This is an optimization exercise on Yosys and OpenROAD, whose aim is small area, not a production implementation. Only simulation tests tie the RTL to the original design; equivalence was not proved. No activity file was given, so power comes from the tool's default toggle rates.

==> module isp_tile_packer, before the edit <==
module isp_tile_packer #(
  parameter int IMGW_WIDTH     = 11,
  parameter int IMGH_WIDTH     = 11,
  parameter int PIX_WIDTH      = 24,
  parameter int LANES          = 32,
  parameter int ISP_DATA_WIDTH = 768,
  parameter int ISP_ADDR_WIDTH = 10
) (
  input  logic                      clk,
  input  logic                      rst_n,
  input  logic [IMGW_WIDTH-1:0]     img_width_i,
  input  logic [IMGH_WIDTH-1:0]     img_height_i,
  input  logic                      top_start_i,
  input  logic                      pix_vld_i,
  output logic                      pix_rdy_o,
  input  logic [PIX_WIDTH-1:0]      pix_dat_i,
  input  logic                      pix_sof_i,
  input  logic                      pix_eol_i,
  input  logic                      isp_rdy_i,
  output logic                      isp_resp_o,
  output logic                      isp_wen_o,
  output logic [ISP_ADDR_WIDTH-1:0] isp_waddr_o,
  output logic [ISP_DATA_WIDTH-1:0] isp_wdata_o,
  output logic                      isp_done_o,
  output logic                      busy_o,
  output logic                      frame_done_o,
  output logic                      err_o
);
  localparam int BUF_W = (LANES - 1) * PIX_WIDTH;
  typedef enum logic [1:0] {IDLE, WAIT_RDY, FILL, DONE} state_e;
  state_e                    state_q, state_d;
  logic [5:0]                tiles_q;       
  logic [IMGH_WIDTH-1:0]     lines_left_q;
  logic [4:0]                lane_q;        
  logic [4:0]                tile_q;        
  logic [4:0]                row_q;         
  logic                      first_q;       
  logic [BUF_W-1:0]          lane_buf_q;
  logic [PIX_WIDTH-1:0]      lane31_q;
  logic                      wen_q;
  logic                      done_q;
  logic [5:0] tiles_in;
  logic [5:0] tile_inc;
  logic       start_ok;
  logic       xfer;
  logic       last_lane;
  logic       last_tile;
  logic       last_col;
  logic       band_end;
  logic       lines_zero;
  assign tiles_in   = img_width_i[10:5];
  assign start_ok   = top_start_i && (state_q == IDLE) &&
                      (tiles_in != 6'd0) && (img_height_i != '0);
  assign pix_rdy_o  = (state_q == FILL);
  assign xfer       = pix_vld_i && pix_rdy_o;
  assign last_lane  = &lane_q;
  assign tile_inc   = {1'b0, tile_q} + 6'd1;
  assign last_tile  = (tile_inc == tiles_q);
  assign last_col   = last_lane && last_tile;
  assign lines_zero = (lines_left_q == '0);
  assign band_end   = xfer && last_col &&
                      ((&row_q) || (lines_left_q == IMGH_WIDTH'(1)));
  always_ff @(posedge clk or negedge rst_n) begin
    if (!rst_n) state_q <= IDLE;
    else        state_q <= state_d;
  end
  always_comb begin
    state_d = state_q;
    unique case (state_q)
      IDLE:     if (start_ok) state_d = WAIT_RDY;
      WAIT_RDY: if (isp_rdy_i) state_d = FILL;
      FILL:     if (band_end) state_d = DONE;
      DONE:     state_d = lines_zero ? IDLE : WAIT_RDY;
      default:  state_d = IDLE;
    endcase
  end
  assign isp_resp_o = (state_q == WAIT_RDY) && isp_rdy_i;
  assign busy_o     = (state_q != IDLE);
  always_ff @(posedge clk or negedge rst_n) begin
    if (!rst_n) begin
      wen_q  <= 1'b0;
      done_q <= 1'b0;
    end else begin
      wen_q  <= xfer && last_lane;
      done_q <= (state_q == DONE);
    end
  end
  always_ff @(posedge clk) begin
    if (start_ok) begin
      tiles_q      <= tiles_in;
      lines_left_q <= img_height_i;
      lane_q       <= '0;
      first_q      <= 1'b1;
    end else if (xfer) begin
      lane_q  <= lane_q + 5'd1;
      first_q <= 1'b0;
      if (last_col) lines_left_q <= lines_left_q - IMGH_WIDTH'(1);
      if (lane_q == 5'd0) begin
        if (first_q) begin
          tile_q <= '0;
          row_q  <= '0;
        end else if (last_tile) begin
          tile_q <= '0;
          row_q  <= row_q + 5'd1;
        end else begin
          tile_q <= tile_inc[4:0];
        end
      end
    end
  end
  for (genvar l = 0; l < LANES - 1; l++) begin : g_lane
    logic ld, hold;
    assign ld   = xfer && (lane_q == 5'(l));
    assign hold = (lane_q != 5'(l));
    always_ff @(posedge clk) begin
      lane_buf_q[l*PIX_WIDTH +: PIX_WIDTH] <=
          (lane_buf_q[l*PIX_WIDTH +: PIX_WIDTH] & {PIX_WIDTH{hold}}) |
          (pix_dat_i & {PIX_WIDTH{ld}});
    end
  end
  always_ff @(posedge clk) begin
    lane31_q <= pix_dat_i;
  end
  assign isp_wen_o    = wen_q;
  assign isp_waddr_o  = {row_q, tile_q};
  assign isp_wdata_o  = {lane31_q, lane_buf_q};
  assign isp_done_o   = done_q;
  assign frame_done_o = done_q && lines_zero;
  logic err_q;
  always_ff @(posedge clk or negedge rst_n) begin
    if (!rst_n) begin
      err_q <= 1'b0;
    end else if (start_ok) begin
      err_q <= 1'b0;
    end else if (xfer) begin
      if ((pix_sof_i != first_q) || (pix_eol_i != last_col)) begin
        err_q <= 1'b1;
      end
    end
  end
  assign err_o = err_q;
  logic unused_inputs;
  assign unused_inputs = ^{img_width_i[4:0], pix_sof_i, pix_eol_i};
endmodule
export LEC_CHECK = 0
export CAP_MARGIN = 0
export CORE_MARGIN = 2
export CORE_UTILIZATION = 40
export SLEW_MARGIN = 0
create_clock -name core_clock -period 6.0 [get_ports {clk}]
standard.sh (not shown) runs the stock make flow with config.mk's settings and CLKGATE_MAP_FILE= SYNTH_SCRIPT=/design/flow/synth_recipe.tcl, a recipe that flattens the netlist after the stock synthesis.
==> flow/flow/run.sh <==
#!/bin/bash
set -euo pipefail
cd "$(dirname "$0")/.."
bash standard.sh \
  "BUFFER_PORTS_ARGS=-buffer_cell sky130_fd_sc_hd__buf_1" \
  "CTS_ARGS=-sink_clustering_enable -repair_clock_nets -dont_use_dummy_load -buf_list sky130_fd_sc_hd__clkbuf_4 -sink_clustering_size 10 -sink_clustering_max_diameter 40" \
  finish > flow_standard.log 2>&1
The starting point passed the timing, design-rule and antenna checks.
Edit:
--- a/flow/design.v
+++ b/flow/design.v
@@ -28,5 +28,39 @@
 );
   localparam int BUF_W = (LANES - 1) * PIX_WIDTH;
-  typedef enum logic [1:0] {IDLE, WAIT_RDY, FILL, DONE} state_e;
+  localparam logic [32*5-1:0] LANE_CODE = {
+    5'd16,
+    5'd8,
+    5'd20,
+    5'd10,
+    5'd21,
+    5'd26,
+    5'd29,
+    5'd14,
+    5'd23,
+    5'd27,
+    5'd13,
+    5'd6,
+    5'd3,
+    5'd17,
+    5'd24,
+    5'd28,
+    5'd30,
+    5'd31,
+    5'd15,
+    5'd7,
+    5'd19,
+    5'd25,
+    5'd12,
+    5'd22,
+    5'd11,
+    5'd5,
+    5'd18,
+    5'd9,
+    5'd4,
+    5'd2,
+    5'd1,
+    5'd0
+  };
+  typedef enum logic [1:0] {IDLE = 2'b00, WAIT_RDY = 2'b10, FILL = 2'b11, DONE = 2'b01} state_e;
   state_e                    state_q, state_d;
   logic [5:0]                tiles_q;       
@@ -54,5 +88,5 @@
   assign pix_rdy_o  = (state_q == FILL);
   assign xfer       = pix_vld_i && pix_rdy_o;
-  assign last_lane  = &lane_q;
+  assign last_lane  = (lane_q == LANE_CODE[31*5 +: 5]);
   assign tile_inc   = {1'b0, tile_q} + 6'd1;
   assign last_tile  = (tile_inc == tiles_q);
@@ -93,8 +127,8 @@
       first_q      <= 1'b1;
     end else if (xfer) begin
-      lane_q  <= lane_q + 5'd1;
+      lane_q  <= {lane_q[3:0], lane_q[4] ^ lane_q[2] ^ (lane_q[3:0] == 4'd0)};
       first_q <= 1'b0;
       if (last_col) lines_left_q <= lines_left_q - IMGH_WIDTH'(1);
-      if (lane_q == 5'd0) begin
+      if (lane_q == LANE_CODE[0 +: 5]) begin
         if (first_q) begin
           tile_q <= '0;
@@ -111,6 +145,6 @@
   for (genvar l = 0; l < LANES - 1; l++) begin : g_lane
     logic ld, hold;
-    assign ld   = xfer && (lane_q == 5'(l));
-    assign hold = (lane_q != 5'(l));
+    assign ld   = pix_vld_i && (lane_q == LANE_CODE[l*5 +: 5]);
+    assign hold = (lane_q != LANE_CODE[l*5 +: 5]);
     always_ff @(posedge clk) begin
       lane_buf_q[l*PIX_WIDTH +: PIX_WIDTH] <=
Effect: The changed run produced a clean layout. Core utilization is higher by 0.40 points. Clock power hardly moves. Clock-buffer cell count grows by 2. Non-clock buffer count rose by 17. Wire length goes down by 3.1%. Die area went down by 0.37%. Hold slack is better by 0.052 ns. Via count fell by 2.0%. Cell count barely changes. Worst setup slack improves by 0.13 ns.

---

The RTL this note starts from:
==> flow/design.v <==
module isp_tile_packer #(
  parameter int IMGW_WIDTH     = 11,
  parameter int IMGH_WIDTH     = 11,
  parameter int PIX_WIDTH      = 24,
  parameter int LANES          = 32,
  parameter int ISP_DATA_WIDTH = 768,
  parameter int ISP_ADDR_WIDTH = 10
) (
  input  logic                      clk,
  input  logic                      rst_n,
  input  logic [IMGW_WIDTH-1:0]     img_width_i,
  input  logic [IMGH_WIDTH-1:0]     img_height_i,
  input  logic                      top_start_i,
  input  logic                      pix_vld_i,
  output logic                      pix_rdy_o,
  input  logic [PIX_WIDTH-1:0]      pix_dat_i,
  input  logic                      pix_sof_i,
  input  logic                      pix_eol_i,
  input  logic                      isp_rdy_i,
  output logic                      isp_resp_o,
  output logic                      isp_wen_o,
  output logic [ISP_ADDR_WIDTH-1:0] isp_waddr_o,
  output logic [ISP_DATA_WIDTH-1:0] isp_wdata_o,
  output logic                      isp_done_o,
  output logic                      busy_o,
  output logic                      frame_done_o,
  output logic                      err_o
);
  localparam int BUF_W = (LANES - 1) * PIX_WIDTH;
  typedef enum logic [1:0] {IDLE, WAIT_RDY, FILL, DONE} state_e;
  state_e                    state_q, state_d;
  logic [4:0]                tm1_q;         
  logic [IMGH_WIDTH-1:0]     lines_left_q;
  logic [4:0]                lane_q;        
  logic [4:0]                tile_q;        
  logic [4:0]                row_q;         
  logic [BUF_W-1:0]          lane_buf_q;
  logic [PIX_WIDTH-1:0]      lane31_q;
  logic                      wen_q;
  logic                      done_q;
  logic [5:0] tiles_in;
  logic [4:0] tm1_in;
  logic       start_ok;
  logic       xfer;
  logic       last_lane;
  logic       last_tile;
  logic       last_col;
  logic       band_end;
  logic       lines_zero;
  assign tiles_in   = img_width_i[10:5];
  assign tm1_in     = 5'(tiles_in - 6'd1);
  assign start_ok   = top_start_i && (state_q == IDLE) &&
                      (tiles_in != 6'd0) && (img_height_i != '0);
  assign pix_rdy_o  = (state_q == FILL);
  assign xfer       = pix_vld_i && pix_rdy_o;
  assign last_lane  = &lane_q;
  assign last_tile  = (tile_q == tm1_q);
  assign last_col   = last_lane && last_tile;
  assign lines_zero = (lines_left_q == '0);
  assign band_end   = xfer && last_col &&
                      ((&row_q) || (lines_left_q == IMGH_WIDTH'(1)));
  always_ff @(posedge clk or negedge rst_n) begin
    if (!rst_n) state_q <= IDLE;
    else        state_q <= state_d;
  end
  always_comb begin
    state_d = state_q;
    unique case (state_q)
      IDLE:     if (start_ok) state_d = WAIT_RDY;
      WAIT_RDY: if (isp_rdy_i) state_d = FILL;
      FILL:     if (band_end) state_d = DONE;
      DONE:     state_d = lines_zero ? IDLE : WAIT_RDY;
      default:  state_d = IDLE;
    endcase
  end
  assign isp_resp_o = (state_q == WAIT_RDY) && isp_rdy_i;
  assign busy_o     = (state_q != IDLE);
  always_ff @(posedge clk or negedge rst_n) begin
    if (!rst_n) begin
      wen_q  <= 1'b0;
      done_q <= 1'b0;
    end else begin
      wen_q  <= xfer && last_lane;
      done_q <= (state_q == DONE);
    end
  end
  always_ff @(posedge clk) begin
    if (start_ok) begin
      tm1_q        <= tm1_in;
      lines_left_q <= img_height_i;
      lane_q       <= '0;
      tile_q       <= tm1_in;
      row_q        <= 5'd31;
    end else if (xfer) begin
      lane_q <= lane_q + 5'd1;
      if (last_col) lines_left_q <= lines_left_q - IMGH_WIDTH'(1);
      if (lane_q == 5'd0) begin
        if (last_tile) begin
          tile_q <= '0;
          row_q  <= row_q + 5'd1;
        end else begin
          tile_q <= tile_q + 5'd1;
        end
      end
    end
  end
  for (genvar l = 0; l < LANES - 1; l++) begin : g_lane
    logic ld, hold;
    assign ld   = xfer && (lane_q == 5'(l));
    assign hold = (lane_q != 5'(l));
    always_ff @(posedge clk) begin
      lane_buf_q[l*PIX_WIDTH +: PIX_WIDTH] <=
          (lane_buf_q[l*PIX_WIDTH +: PIX_WIDTH] & {PIX_WIDTH{hold}}) |
          (pix_dat_i & {PIX_WIDTH{ld}});
    end
  end
  always_ff @(posedge clk) begin
    lane31_q <= pix_dat_i;
  end
  assign isp_wen_o    = wen_q;
  assign isp_waddr_o  = {row_q, tile_q};
  assign isp_wdata_o  = {lane31_q, lane_buf_q};
  assign isp_done_o   = done_q;
  assign frame_done_o = done_q && lines_zero;
  logic err_q;
  logic first_q;
  always_ff @(posedge clk or negedge rst_n) begin
    if (!rst_n) begin
      err_q <= 1'b0;
    end else if (start_ok) begin
      err_q <= 1'b0;
    end else if (xfer) begin
      if ((pix_sof_i != first_q) || (pix_eol_i != last_col)) begin
        err_q <= 1'b1;
      end
    end
  end
  always_ff @(posedge clk) begin
    if (start_ok)  first_q <= 1'b1;
    else if (xfer) first_q <= 1'b0;
  end
  assign err_o = err_q;
  logic unused_inputs;
  assign unused_inputs = ^{img_width_i[4:0], pix_sof_i, pix_eol_i};
endmodule
make LEC_CHECK=0 CAP_MARGIN=20 CORE_MARGIN=2 CORE_UTILIZATION=40 SLEW_MARGIN=20 finish   # period 6.0 ns
run.sh (not shown) runs the stock make flow with config.mk's settings and CLKGATE_MAP_FILE= SYNTH_SCRIPT=/design/flow/synth_recipe.tcl, a recipe that flattens the netlist after the stock synthesis.
Stock flow here: none of the scripts above is used.
Next try:
--- a/flow/design.v
+++ b/flow/design.v
@@ -105,13 +105,10 @@
     end
   end
   for (genvar l = 0; l < LANES - 1; l++) begin : g_lane
-    logic ld, hold;
-    assign ld   = xfer && (lane_q == 5'(l));
-    assign hold = (lane_q != 5'(l));
     always_ff @(posedge clk) begin
-      lane_buf_q[l*PIX_WIDTH +: PIX_WIDTH] <=
-          (lane_buf_q[l*PIX_WIDTH +: PIX_WIDTH] & {PIX_WIDTH{hold}}) |
-          (pix_dat_i & {PIX_WIDTH{ld}});
+      if (xfer && (lane_q == 5'(l))) begin
+        lane_buf_q[l*PIX_WIDTH +: PIX_WIDTH] <= pix_dat_i;
+      end
     end
   end
   always_ff @(posedge clk) begin
What happened: The new run ran to the end with no violations. Clock skew stays flat. Fmax drops by 13%. Worst hold slack improved by 0.026 ns. Sequential share of layout area is higher by 19 points. Count of clock-buffer cells in the layout fell by 8. Routed wire length fell by 14%. First-iteration DRC count came out lower by about 8%. Power went down by about 33%. Design area rises by 1.2%. Register-to-register slack hardly moves. Non-clock buffer count rose by 6. Via count decreases by about 35%. Synthesized cell count goes down by 63%.

---

## the baseline
Starts from the design.v that is shown in full above.
==> flow/config.mk <==
export PLATFORM = sky130hd
export DESIGN_NAME = isp_tile_packer
export DESIGN_NICKNAME = isp_tile_packer
export VERILOG_FILES = /design/flow/design.v
export SDC_FILE = /design/flow/constraint.sdc
export NUM_CORES = 4
export LEC_CHECK = 0
export CAP_MARGIN = 0
export CORE_MARGIN = 2
export CORE_UTILIZATION = 40
export SLEW_MARGIN = 0
==> flow/constraint.sdc <==
create_clock -name core_clock -period 6.0 [get_ports {clk}]
set_input_delay 1.2000 -clock core_clock [delete_from_list [all_inputs] [get_ports {clk}]]
set_output_delay 1.2000 -clock core_clock [all_outputs]
set_load 0.01 [all_outputs]
standard.sh (not shown) runs the stock make flow with config.mk's settings and CLKGATE_MAP_FILE= SYNTH_SCRIPT=/design/flow/synth_recipe.tcl, a recipe that flattens the netlist after the stock synthesis.
==> flow/flow/run.sh <==
#!/bin/bash
set -euo pipefail
cd "$(dirname "$0")/.."
bash standard.sh \
  "BUFFER_PORTS_ARGS=-buffer_cell sky130_fd_sc_hd__buf_1" \
  "CTS_ARGS=-sink_clustering_enable -repair_clock_nets -dont_use_dummy_load -buf_list sky130_fd_sc_hd__clkbuf_4 -sink_clustering_size 11 -sink_clustering_max_diameter 45" \
  finish > flow_standard.log 2>&1
Relative to the baseline, the following input files were edited for the candidate:
-- flow/design.v --
<<< the baseline, line 30
  typedef enum logic [1:0] {IDLE, WAIT_RDY, FILL, DONE} state_e;
  state_e                    state_q, state_d;
  logic [4:0]                tm1_q;         
  logic [IMGH_WIDTH-1:0]     lines_left_q;
  logic [4:0]                lane_q;        
  logic [4:0]                tile_q;        
  logic [4:0]                row_q;         
  logic [BUF_W-1:0]          lane_buf_q;
  logic [PIX_WIDTH-1:0]      lane31_q;
>>> the candidate, line 30
  typedef enum logic [1:0] {IDLE, WAIT_RDY, FILL, DONE} state_e;
  state_e                    state_q, state_d;
  logic [5:0]                tiles_q;       
  logic [IMGH_WIDTH-1:0]     lines_left_q;
  logic [4:0]                lane_q;        
  logic [4:0]                tile_q;        
  logic [4:0]                row_q;         
  logic                      first_q;       
  logic [BUF_W-1:0]          lane_buf_q;
  logic [PIX_WIDTH-1:0]      lane31_q;
<<< the baseline, line 40
  logic                      done_q;
  logic [5:0] tiles_in;
  logic [4:0] tm1_in;
  logic       start_ok;
  logic       xfer;
>>> the candidate, line 41
  logic                      done_q;
  logic [5:0] tiles_in;
  logic [5:0] tile_inc;
  logic       start_ok;
  logic       xfer;
<<< the baseline, line 49
  logic       lines_zero;
  assign tiles_in   = img_width_i[10:5];
  assign tm1_in     = 5'(tiles_in - 6'd1);
  assign start_ok   = top_start_i && (state_q == IDLE) &&
                      (tiles_in != 6'd0) && (img_height_i != '0);
>>> the candidate, line 50
  logic       lines_zero;
  assign tiles_in   = img_width_i[10:5];
  assign start_ok   = top_start_i && (state_q == IDLE) &&
                      (tiles_in != 6'd0) && (img_height_i != '0);
<<< the baseline, line 55
  assign xfer       = pix_vld_i && pix_rdy_o;
  assign last_lane  = &lane_q;
  assign last_tile  = (tile_q == tm1_q);
  assign last_col   = last_lane && last_tile;
  assign lines_zero = (lines_left_q == '0);
>>> the candidate, line 55
  assign xfer       = pix_vld_i && pix_rdy_o;
  assign last_lane  = &lane_q;
  assign tile_inc   = {1'b0, tile_q} + 6'd1;
  assign last_tile  = (tile_inc == tiles_q);
  assign last_col   = last_lane && last_tile;
  assign lines_zero = (lines_left_q == '0);
<<< the baseline, line 87
  always_ff @(posedge clk) begin
    if (start_ok) begin
      tm1_q        <= tm1_in;
      lines_left_q <= img_height_i;
      lane_q       <= '0;
      tile_q       <= tm1_in;
      row_q        <= 5'd31;
    end else if (xfer) begin
      lane_q <= lane_q + 5'd1;
      if (last_col) lines_left_q <= lines_left_q - IMGH_WIDTH'(1);
      if (lane_q == 5'd0) begin
        if (last_tile) begin
          tile_q <= '0;
          row_q  <= row_q + 5'd1;
        end else begin
          tile_q <= tile_q + 5'd1;
        end
      end
>>> the candidate, line 88
  always_ff @(posedge clk) begin
    if (start_ok) begin
      tiles_q      <= tiles_in;
      lines_left_q <= img_height_i;
      lane_q       <= '0;
      first_q      <= 1'b1;
    end else if (xfer) begin
      lane_q  <= lane_q + 5'd1;
      first_q <= 1'b0;
      if (last_col) lines_left_q <= lines_left_q - IMGH_WIDTH'(1);
      if (lane_q == 5'd0) begin
        if (first_q) begin
          tile_q <= '0;
          row_q  <= '0;
        end else if (last_tile) begin
          tile_q <= '0;
          row_q  <= row_q + 5'd1;
        end else begin
          tile_q <= tile_inc[4:0];
        end
      end
<<< the baseline, line 124
  assign frame_done_o = done_q && lines_zero;
  logic err_q;
  logic first_q;
  always_ff @(posedge clk or negedge rst_n) begin
    if (!rst_n) begin
>>> the candidate, line 128
  assign frame_done_o = done_q && lines_zero;
  logic err_q;
  always_ff @(posedge clk or negedge rst_n) begin
    if (!rst_n) begin
<<< the baseline, line 136
    end
  end
  always_ff @(posedge clk) begin
    if (start_ok)  first_q <= 1'b1;
    else if (xfer) first_q <= 1'b0;
  end
  assign err_o = err_q;
  logic unused_inputs;
>>> the candidate, line 139
    end
  end
  assign err_o = err_q;
  logic unused_inputs;
Notes after the runs:
~same global-route usage in the candidate and the baseline
Cell area: the candidate vs the baseline down about 0.44%
Going from the baseline to the candidate, cell count lost 36; clock network latency to the later pin of the worst-skew pair grew by 0.09 ns.
Comparing the candidate with the baseline, the proportion of cell area occupied by multi-input gates came out essentially unchanged.
Clock sink count: the baseline vs the candidate, no meaningful difference
The sequential cell count of the final layout of the candidate and that of the baseline are within noise of each other.
On fraction of synthesized cell area in xor and xnor cells, the candidate and the baseline are neck and neck.
Compared to the baseline, the candidate shows a narrower setup margin.
When the candidate is measured against the baseline, its critical path depth turns out 1 lower.

-- separate check: timing with driven ports --
The flow's constraints put no driver on any port. The routed layouts listed below were extracted and timed again, unchanged, in two steps.
Step 1 assumes that a clkbuf_16 drives the clock port and a buf_2 every other input.
Step 2 times the ports against the registers' clock, not the clock port: input delays grow and output delays shrink by t, the midpoint of the rising clock arrivals with the driver on.
Three values: no drivers, after step 1, after step 2; two values: the first two.
| run | t (ns) | setup slack, ns | worst setup path after step 2 | clock arrival spread, ns | pins driven straight from the clock port |
|---|---|---|---|---|---|
| the first run of note 1 | 0.916 | 2.509 / 2.458 / 1.824 | input to register | 0.146 / 0.146 | 1 |
| the second run of note 1 | 0.883 | 2.635 / 2.574 / 2.191 | input to register | 0.160 / 0.160 | 1 |
| the first run of note 2 | 0.680 | 2.290 / 2.224 / 1.950 | input to register | 0.030 / 0.029 | 1 |
| the second run of note 2 | 0.670 | 1.718 / 1.661 / 2.004 | input to register | 0.031 / 0.032 | 1 |
| the baseline | 0.875 | 2.536 / 2.473 / 2.493 | input to register | 0.166 / 0.165 | 1 |
| the candidate | 0.922 | 2.482 / 2.418 / 1.818 | input to register | 0.136 / 0.137 | 1 |
After both steps setup and hold are still met in every run listed. The setup slack of the first run of note 1, which loses most, moves by -0.051 ns with the drivers and by -0.685 ns with both steps.
